Background: an optimization exercise with open tools, aiming at small area, a short achievable clock period and few clock cycles per item. Do not read the settings as production practice. RTL that was checked went through simulation tests only; none was proved equivalent to the original. Power figures rest on the tool's default switching activity, not on a simulated workload.

==> flow/design.v <==
`default_nettype none
package resizer_pixel_pkg;
   typedef logic [7:0] chan_t;
   typedef struct packed {
      chan_t r;
      chan_t g;
      chan_t b;
   } pixel_t;
   typedef logic [95:0] col_t;    
   typedef logic [383:0] window_t;    
   typedef struct packed {
      logic [31:0] tdata;
   } stream_in_t;
endpackage
`default_nettype wire
`default_nettype none
package resizer_frame_pkg;
   localparam int FRAME_W = 16;
   localparam int FRAME_H = 10;
   localparam int WIN     = 4;       
   typedef logic [3:0]          x_t;
   typedef logic [3:0]          y_t;
   typedef logic [1:0]          slot_t;    
   typedef logic [4:0]          rows_t;    
   typedef enum logic [1:0] {
      WR_IDLE,
      WR_ACCEPT,
      WR_HOLD
   } wr_state_t;
   typedef enum logic [1:0] {
      RD_WAIT,
      RD_PRIME,
      RD_RUN,
      RD_CLEAR
   } rd_state_t;
endpackage
`default_nettype wire
`timescale 1ns/1ns
`default_nettype none
module bicubic_window_gen
(
   input  wire logic       i_clk,
   input  wire logic       i_rstn,
   input  wire logic       i_s_tvalid,
   input  resizer_pixel_pkg::stream_in_t      i_s_tdata,
   output logic            o_s_tready,
   output logic            o_m_tvalid,
   output resizer_pixel_pkg::window_t         o_m_tdata,
   output logic            o_m_tlast,
   input  wire logic       i_m_tready
);
   localparam int DEPTH = 51;
   logic [23:0] sr [0:DEPTH-1];
   logic [23:0] pix;
   logic [23:0] skid_d;
   logic        skid_v;
   logic [23:0] item;         
   logic        item_v;
   logic [7:0]  p;
   logic [7:0]  ic;
   logic        ahead;      
   logic        ov;         
   logic        rdy;        
   logic        ordy;       
   logic        skid_v_n;
   logic        last_q;     
   logic        run_a;      
   logic        slot_free;
   logic        accept;
   logic        take;       
   logic        split;      
   logic        shift;
   logic [DEPTH-1:0] en;
   assign pix        = {i_s_tdata.tdata[7:0], i_s_tdata.tdata[15:8], i_s_tdata.tdata[23:16]};
   assign o_s_tready = ordy;
   assign accept     = i_s_tvalid && o_s_tready;
   assign item_v     = skid_v || i_s_tvalid;
   assign item       = skid_v ? skid_d : pix;
   assign slot_free  = !ov || i_m_tready;
   assign take       = rdy && item_v && slot_free;
   assign split      = run_a && i_m_tready && !item_v;
   assign skid_v_n   = (skid_v || accept) && !take;
   logic       sh_tv;      
   logic       sh_c0, sh_e0;
   logic [DEPTH-1:0] kc, ke;
   assign sh_tv = (i_m_tready && (run_a || rdy)) || (!ov && rdy);
   assign sh_c0 = run_a || (rdy && skid_v);
   assign sh_e0 = !ov && rdy && skid_v;
   assign shift = i_s_tvalid ? sh_tv : (sh_e0 || (sh_c0 && i_m_tready));
   always_comb begin
      for (int d = 0; d < DEPTH; d++) begin
         kc[d] = (skid_v || (8'(d) >= ic)) && sh_c0;
         ke[d] = (skid_v || (8'(d) >= ic)) && sh_e0;
         en[d] = i_s_tvalid ? sh_tv : (ke[d] || (kc[d] && i_m_tready));
      end
   end
   always_ff @(posedge i_clk) begin
      if (en[0]) sr[0] <= item;
      for (int d = 1; d < DEPTH; d++) begin
         if (en[d]) sr[d] <= sr[d-1];
      end
   end
   always_ff @(posedge i_clk) begin
      if (!skid_v) skid_d <= pix;
   end
   logic       trans;      
   logic [7:0] p1, p2, i12, i13, i14;
   logic       ic_last;    
   logic [7:0] p_n;
   logic [7:0] ic_n;
   logic       ahead_n;
   logic       ov_n;
   logic [3:1] rs;       
   logic       ld;       
   logic       dup;      
   logic [3:1] rs_p2;
   logic       ld_p2, dup_p2, ld_i13, dup_i13, ld_i14, dup_i14;
   assign trans   = ahead && last_q && ov && i_m_tready;
   assign p1      = p + 8'd1;
   assign p2      = p + 8'd2;
   assign i12     = ic + 8'd12;
   assign i13     = ic + 8'd13;
   assign i14     = ic + 8'd14;
   assign ic_last = (ic == 8'd159);
   assign rs_p2[1] = (p2[7:4] == 4'd13);
   assign rs_p2[2] = (p2[7:4] >= 4'd12) && (p2[7:4] <= 4'd13);
   assign rs_p2[3] = (p2[7:4] >= 4'd11) && (p2[7:4] <= 4'd13);
   assign ld_p2    = (p2[3:0] == 4'd0);
   assign dup_p2   = (p2[3:0] >= 4'd13);
   assign ld_i13   = (i13[3:0] == 4'd0);
   assign dup_i13  = (i13[3:0] >= 4'd13);
   assign ld_i14   = (i14[3:0] == 4'd0);
   assign dup_i14  = (i14[3:0] >= 4'd13);
   always_comb begin
      if (trans) begin
         p_n     = take ? i13 : i12;
         ic_n    = ic + 8'(take);
         ahead_n = 1'b0;
         ov_n    = take && (ic == 8'd51);
      end else if (shift) begin
         p_n     = p1;
         ic_n    = (!ahead && ic_last) ? 8'd0 : ic + 8'(take);
         ahead_n = ahead || ic_last;
         ov_n    = ahead || (p >= 8'd63);
      end else begin
         p_n     = p;
         ic_n    = ic;
         ahead_n = ahead;
         ov_n    = ov && !i_m_tready;
      end
   end
   always_ff @(posedge i_clk) begin
      if (!i_rstn) begin
         rdy    <= 1'b0;
         ov     <= 1'b0;
         ahead  <= 1'b0;
         ic     <= 8'd0;
         p      <= 8'd12;
         last_q <= 1'b0;
         run_a  <= 1'b0;
         skid_v <= 1'b0;
         ordy   <= 1'b0;
         rs     <= '0;
         ld     <= 1'b0;
         dup    <= 1'b1;
      end else begin
         rdy    <= 1'b1;
         ov     <= ov_n;
         ahead  <= ahead_n;
         ic     <= ic_n;
         p      <= p_n;
         skid_v <= skid_v_n;
         ordy   <= !skid_v_n;
         if (trans) begin
            last_q <= 1'b0;
            run_a  <= 1'b0;
            rs     <= '0;
            ld     <= take ? ld_i14 : ld_i13;
            dup    <= take ? dup_i14 : dup_i13;
         end else if (shift) begin
            last_q <= (p == 8'd222);
            run_a  <= ahead ? (p != 8'd222) : ic_last;
            rs     <= rs_p2;
            ld     <= ld_p2;
            dup    <= dup_p2;
         end
      end
   end
   logic [23:0] t   [0:3][0:3];    
   logic [23:0] tc  [0:3][0:3];    
   always_comb begin
      for (int i = 0; i < 4; i++) begin
         for (int j = 0; j < 4; j++) begin
            if (i == 3 && j == 3) t[i][j] = item;
            else                  t[i][j] = sr[50 - 16*i - j];
         end
      end
      for (int j = 0; j < 4; j++) begin
         tc[0][j] = t[0][j];
         for (int i = 1; i < 4; i++) begin
            tc[i][j] = rs[i] ? tc[i-1][j] : t[i][j];
         end
      end
   end
   always_ff @(posedge i_clk) begin
      if (shift) begin
         for (int i = 0; i < 4; i++) begin
            for (int j = 0; j < 3; j++) begin
               o_m_tdata[96*j + 24*i +: 24] <= ld ? tc[i][j] : o_m_tdata[96*(j+1) + 24*i +: 24];
            end
         end
      end
      if (shift && !dup) begin
         for (int i = 0; i < 4; i++) begin
            o_m_tdata[288 + 24*i +: 24] <= tc[i][3];
         end
      end
   end
   assign o_m_tvalid = ov;
   assign o_m_tlast  = last_q;
endmodule
`default_nettype wire
==> flow/config.mk <==
export PLATFORM = sky130hd
export DESIGN_NAME = bicubic_window_gen
export DESIGN_NICKNAME = bicubic_window_gen
export VERILOG_FILES = /design/flow/design.v
export SDC_FILE = /design/flow/constraint.sdc
export NUM_CORES = 4
export LEC_CHECK = 0
export CAP_MARGIN = 20
export CORE_MARGIN = 6
export CORE_UTILIZATION = 45
export SETUP_SLACK_MARGIN = 3.0
export SLEW_MARGIN = 20
==> flow/constraint.sdc <==
create_clock -name core_clock -period 5.5 [get_ports {i_clk}]
set_input_delay 1.1000 -clock core_clock [delete_from_list [all_inputs] [get_ports {i_clk}]]
set_output_delay 1.1000 -clock core_clock [all_outputs]
set_load 0.01 [all_outputs]
standard.sh (not shown) runs the stock make flow with config.mk's settings and CLKGATE_MAP_FILE= SYNTH_SCRIPT=/design/flow/synth_recipe.tcl, a recipe that flattens the netlist after the stock synthesis.
==> flow/flow/run.sh <==
#!/bin/bash
set -euo pipefail
export BUFFER_PORTS_ARGS="-buffer_cell sky130_fd_sc_hd__buf_1"
export CTS_ARGS="-sink_clustering_enable -repair_clock_nets -dont_use_dummy_load -sink_clustering_size 24"
bash standard.sh finish > flow_standard.log 2>&1
Rerun with:
--- a/flow/design.v
+++ b/flow/design.v
@@ -81,16 +81,8 @@
    assign split      = run_a && i_m_tready && !item_v;
    assign skid_v_n   = (skid_v || accept) && !take;
-   logic       sh_tv;      
-   logic       sh_c0, sh_e0;
-   logic [DEPTH-1:0] kc, ke;
-   assign sh_tv = (i_m_tready && (run_a || rdy)) || (!ov && rdy);
-   assign sh_c0 = run_a || (rdy && skid_v);
-   assign sh_e0 = !ov && rdy && skid_v;
-   assign shift = i_s_tvalid ? sh_tv : (sh_e0 || (sh_c0 && i_m_tready));
+   assign shift      = (i_m_tready && (run_a || (rdy && item_v))) || (!ov && rdy && item_v);
    always_comb begin
       for (int d = 0; d < DEPTH; d++) begin
-         kc[d] = (skid_v || (8'(d) >= ic)) && sh_c0;
-         ke[d] = (skid_v || (8'(d) >= ic)) && sh_e0;
-         en[d] = i_s_tvalid ? sh_tv : (ke[d] || (kc[d] && i_m_tready));
+         en[d] = shift && (i_s_tvalid || skid_v || (8'(d) >= ic));
       end
    end
Result: The new run ran to the end with no violations; non-clock buffer count is lower by 50; cell count is lower slightly; area after synthesis stays flat; synthesized cell count is about the same; wire length is lower by a few percent; critical path depth is lower by 3; final area is lower slightly; worst hold slack got worse by 8.7 ps; global-route usage is lower by 0.68 points; die area stays flat; fmax is higher slightly; worst setup slack improved by 41 ps; power is lower slightly.
Testbench counts after the change, summed over its fixed seeds: cycles 5,544, windows 5,120.
Only the layout flow was run in the first run of this note; the RTL was not checked for function there.

* * *

bicubic_window_gen with an RTL version that a note above also has.
Size: about 1700 flip-flops, roughly 420 I/O pins, roughly 58000 µm² of cells after synthesis.
==> module bicubic_window_gen, before the edit <==
module bicubic_window_gen
(
   input  wire logic       i_clk,
   input  wire logic       i_rstn,
   input  wire logic       i_s_tvalid,
   input  resizer_pixel_pkg::stream_in_t      i_s_tdata,
   output logic            o_s_tready,
   output logic            o_m_tvalid,
   output resizer_pixel_pkg::window_t         o_m_tdata,
   output logic            o_m_tlast,
   input  wire logic       i_m_tready
);
   localparam int DEPTH = 51;
   logic [23:0] sr [0:DEPTH-1];
   logic [23:0] pix;
   logic [23:0] skid_d;
   logic        skid_v;
   logic [23:0] item;         
   logic        item_v;
   logic [7:0]  p;
   logic [7:0]  ic;
   logic        ahead;      
   logic        ov;         
   logic        rdy;        
   logic        ordy;       
   logic        skid_v_n;
   logic        last_q;     
   logic        run_a;      
   logic        slot_free;
   logic        accept;
   logic        take;       
   logic        split;      
   logic        shift;
   logic [DEPTH-1:0] en;
   assign pix        = {i_s_tdata.tdata[7:0], i_s_tdata.tdata[15:8], i_s_tdata.tdata[23:16]};
   assign o_s_tready = ordy;
   assign accept     = i_s_tvalid && o_s_tready;
   assign item_v     = skid_v || i_s_tvalid;
   assign item       = skid_v ? skid_d : pix;
   assign slot_free  = !ov || i_m_tready;
   assign take       = rdy && item_v && slot_free;
   assign split      = run_a && i_m_tready && !item_v;
   assign skid_v_n   = (skid_v || accept) && !take;
   assign shift      = (i_m_tready && (run_a || (rdy && item_v))) || (!ov && rdy && item_v);
   always_comb begin
      for (int d = 0; d < DEPTH; d++) begin
         en[d] = shift && (i_s_tvalid || skid_v || (8'(d) >= ic));
      end
   end
   always_ff @(posedge i_clk) begin
      if (en[0]) sr[0] <= item;
      for (int d = 1; d < DEPTH; d++) begin
         if (en[d]) sr[d] <= sr[d-1];
      end
   end
   always_ff @(posedge i_clk) begin
      if (!skid_v) skid_d <= pix;
   end
   logic       trans;      
   logic [7:0] p1, p2, i12, i13, i14;
   logic       ic_last;    
   logic [7:0] p_n;
   logic [7:0] ic_n;
   logic       ahead_n;
   logic       ov_n;
   logic [3:1] rs;       
   logic       ld;       
   logic       dup;      
   logic [3:1] rs_p2;
   logic       ld_p2, dup_p2, ld_i13, dup_i13, ld_i14, dup_i14;
   assign trans   = ahead && last_q && ov && i_m_tready;
   assign p1      = p + 8'd1;
   assign p2      = p + 8'd2;
   assign i12     = ic + 8'd12;
   assign i13     = ic + 8'd13;
   assign i14     = ic + 8'd14;
   assign ic_last = (ic == 8'd159);
   assign rs_p2[1] = (p2[7:4] == 4'd13);
   assign rs_p2[2] = (p2[7:4] >= 4'd12) && (p2[7:4] <= 4'd13);
   assign rs_p2[3] = (p2[7:4] >= 4'd11) && (p2[7:4] <= 4'd13);
   assign ld_p2    = (p2[3:0] == 4'd0);
   assign dup_p2   = (p2[3:0] >= 4'd13);
   assign ld_i13   = (i13[3:0] == 4'd0);
   assign dup_i13  = (i13[3:0] >= 4'd13);
   assign ld_i14   = (i14[3:0] == 4'd0);
   assign dup_i14  = (i14[3:0] >= 4'd13);
   always_comb begin
      if (trans) begin
         p_n     = take ? i13 : i12;
         ic_n    = ic + 8'(take);
         ahead_n = 1'b0;
         ov_n    = take && (ic == 8'd51);
      end else if (shift) begin
         p_n     = p1;
         ic_n    = (!ahead && ic_last) ? 8'd0 : ic + 8'(take);
         ahead_n = ahead || ic_last;
         ov_n    = ahead || (p >= 8'd63);
      end else begin
         p_n     = p;
         ic_n    = ic;
         ahead_n = ahead;
         ov_n    = ov && !i_m_tready;
      end
   end
   always_ff @(posedge i_clk) begin
      if (!i_rstn) begin
         rdy    <= 1'b0;
         ov     <= 1'b0;
         ahead  <= 1'b0;
         ic     <= 8'd0;
         p      <= 8'd12;
         last_q <= 1'b0;
         run_a  <= 1'b0;
         skid_v <= 1'b0;
         ordy   <= 1'b0;
         rs     <= '0;
         ld     <= 1'b0;
         dup    <= 1'b1;
      end else begin
         rdy    <= 1'b1;
         ov     <= ov_n;
         ahead  <= ahead_n;
         ic     <= ic_n;
         p      <= p_n;
         skid_v <= skid_v_n;
         ordy   <= !skid_v_n;
         if (trans) begin
            last_q <= 1'b0;
            run_a  <= 1'b0;
            rs     <= '0;
            ld     <= take ? ld_i14 : ld_i13;
            dup    <= take ? dup_i14 : dup_i13;
         end else if (shift) begin
            last_q <= (p == 8'd222);
            run_a  <= ahead ? (p != 8'd222) : ic_last;
            rs     <= rs_p2;
            ld     <= ld_p2;
            dup    <= dup_p2;
         end
      end
   end
   logic [23:0] t   [0:3][0:3];    
   logic [23:0] tc  [0:3][0:3];    
   always_comb begin
      for (int i = 0; i < 4; i++) begin
         for (int j = 0; j < 4; j++) begin
            if (i == 3 && j == 3) t[i][j] = item;
            else                  t[i][j] = sr[50 - 16*i - j];
         end
      end
      for (int j = 0; j < 4; j++) begin
         tc[0][j] = t[0][j];
         for (int i = 1; i < 4; i++) begin
            tc[i][j] = rs[i] ? tc[i-1][j] : t[i][j];
         end
      end
   end
   always_ff @(posedge i_clk) begin
      if (shift) begin
         for (int i = 0; i < 4; i++) begin
            for (int j = 0; j < 3; j++) begin
               o_m_tdata[96*j + 24*i +: 24] <= ld ? tc[i][j] : o_m_tdata[96*(j+1) + 24*i +: 24];
            end
         end
      end
      if (shift && !dup) begin
         for (int i = 0; i < 4; i++) begin
            o_m_tdata[288 + 24*i +: 24] <= tc[i][3];
         end
      end
   end
   assign o_m_tvalid = ov;
   assign o_m_tlast  = last_q;
endmodule
clock: 5.5 ns
lec_check: 0
cap_margin: 20
core_margin: 6
core_utilization: 66
setup_slack_margin: 3.0
slew_margin: 20
==> flow/flow/run.sh <==
#!/bin/bash
set -euo pipefail
export BUFFER_PORTS_ARGS="-buffer_cell sky130_fd_sc_hd__buf_1"
export CTS_ARGS="-sink_clustering_enable -repair_clock_nets -dont_use_dummy_load -sink_clustering_size 22 -sink_clustering_max_diameter 100"
bash standard.sh finish > flow_standard.log 2>&1
The first run produced a clean layout.
Testbench counts at the start, summed over its fixed seeds: cycles 5,544, windows 5,120.
Then changed:
--- a/flow/design.v
+++ b/flow/design.v
@@ -83,7 +83,7 @@
    assign shift      = (i_m_tready && (run_a || (rdy && item_v))) || (!ov && rdy && item_v);
    always_comb begin
       for (int d = 0; d < DEPTH; d++) begin
-         en[d] = shift && (i_s_tvalid || skid_v || (8'(d) >= ic));
+         en[d] = shift && (i_s_tvalid || skid_v || (6'(d) >= ic[5:0]));    
       end
    end
    always_ff @(posedge i_clk) begin
@@ -110,9 +110,9 @@
    assign trans   = ahead && last_q && ov && i_m_tready;
    assign p1      = p + 8'd1;
    assign p2      = p + 8'd2;
-   assign i12     = ic + 8'd12;
-   assign i13     = ic + 8'd13;
-   assign i14     = ic + 8'd14;
+   assign i12     = 8'(ic[5:0]) + 8'd12;
+   assign i13     = 8'(ic[5:0]) + 8'd13;
+   assign i14     = 8'(ic[5:0]) + 8'd14;
    assign ic_last = (ic == 8'd159);
    assign rs_p2[1] = (p2[7:4] == 4'd13);
    assign rs_p2[2] = (p2[7:4] >= 4'd12) && (p2[7:4] <= 4'd13);
@@ -126,9 +126,9 @@
    always_comb begin
       if (trans) begin
          p_n     = take ? i13 : i12;
-         ic_n    = ic + 8'(take);
+         ic_n    = 8'(ic[5:0]) + 8'(take);
          ahead_n = 1'b0;
-         ov_n    = take && (ic == 8'd51);
+         ov_n    = take && (ic[5:0] == 6'd51);
       end else if (shift) begin
          p_n     = p1;
          ic_n    = (!ahead && ic_last) ? 8'd0 : ic + 8'(take);
Routed wire length went down by 6.1%.
Die area stays flat.
First-iteration DRC count went down by 14%.
Utilization went down by 0.90 points.
Maximum frequency went down by 1.8%.
Non-clock buffer count went down by 34.
Area after synthesis barely changes.
For the second run of this note, only the layout was checked, not whether the RTL still works.

==> static timing again, ports no longer ideal <==
No port has a modelled driver above. Below, the same layouts with a new extraction and two added sets of constraints.
Step 1: set_driving_cell puts a clkbuf_16 on i_clk and a buf_2 on each other input, an assumption about the parent block.
Step 2 moves the port delays by t, midway between the first and last clock arrival at a register: inputs arrive t later, outputs are due t later. That takes back most of the time a late clock gives input paths.
a / b / c = ideal / step 1 / step 2; a / b = the first two.
run | t (ns) | setup WS [ns] | worst hold slack (ns) | latest minus earliest clock arrival (ns) | pins driven straight from the clock port
the first run of note 1 | 0.803 | 2.902 / 2.848 / 2.133 | 0.382 / 0.382 / 0.382 | 0.054 / 0.054 | 1
the second run of note 1 | 0.825 | 2.944 / 2.874 / 2.179 | 0.374 / 0.374 / 0.374 | 0.082 / 0.082 | 1
the first run of note 2 | 0.702 | 2.995 / 2.945 / 2.321 | 0.400 / 0.400 / 0.400 | 0.059 / 0.058 | 1
the second run of note 2 | 0.698 | 2.950 / 2.950 / 2.310 | 0.387 / 0.387 / 0.387 | 0.047 / 0.047 | 1
After both steps setup and hold are still met in every run listed. For the first run of note 1, which loses most, drivers alone change the setup slack by -0.054 ns; drivers and shift together by -0.769 ns.
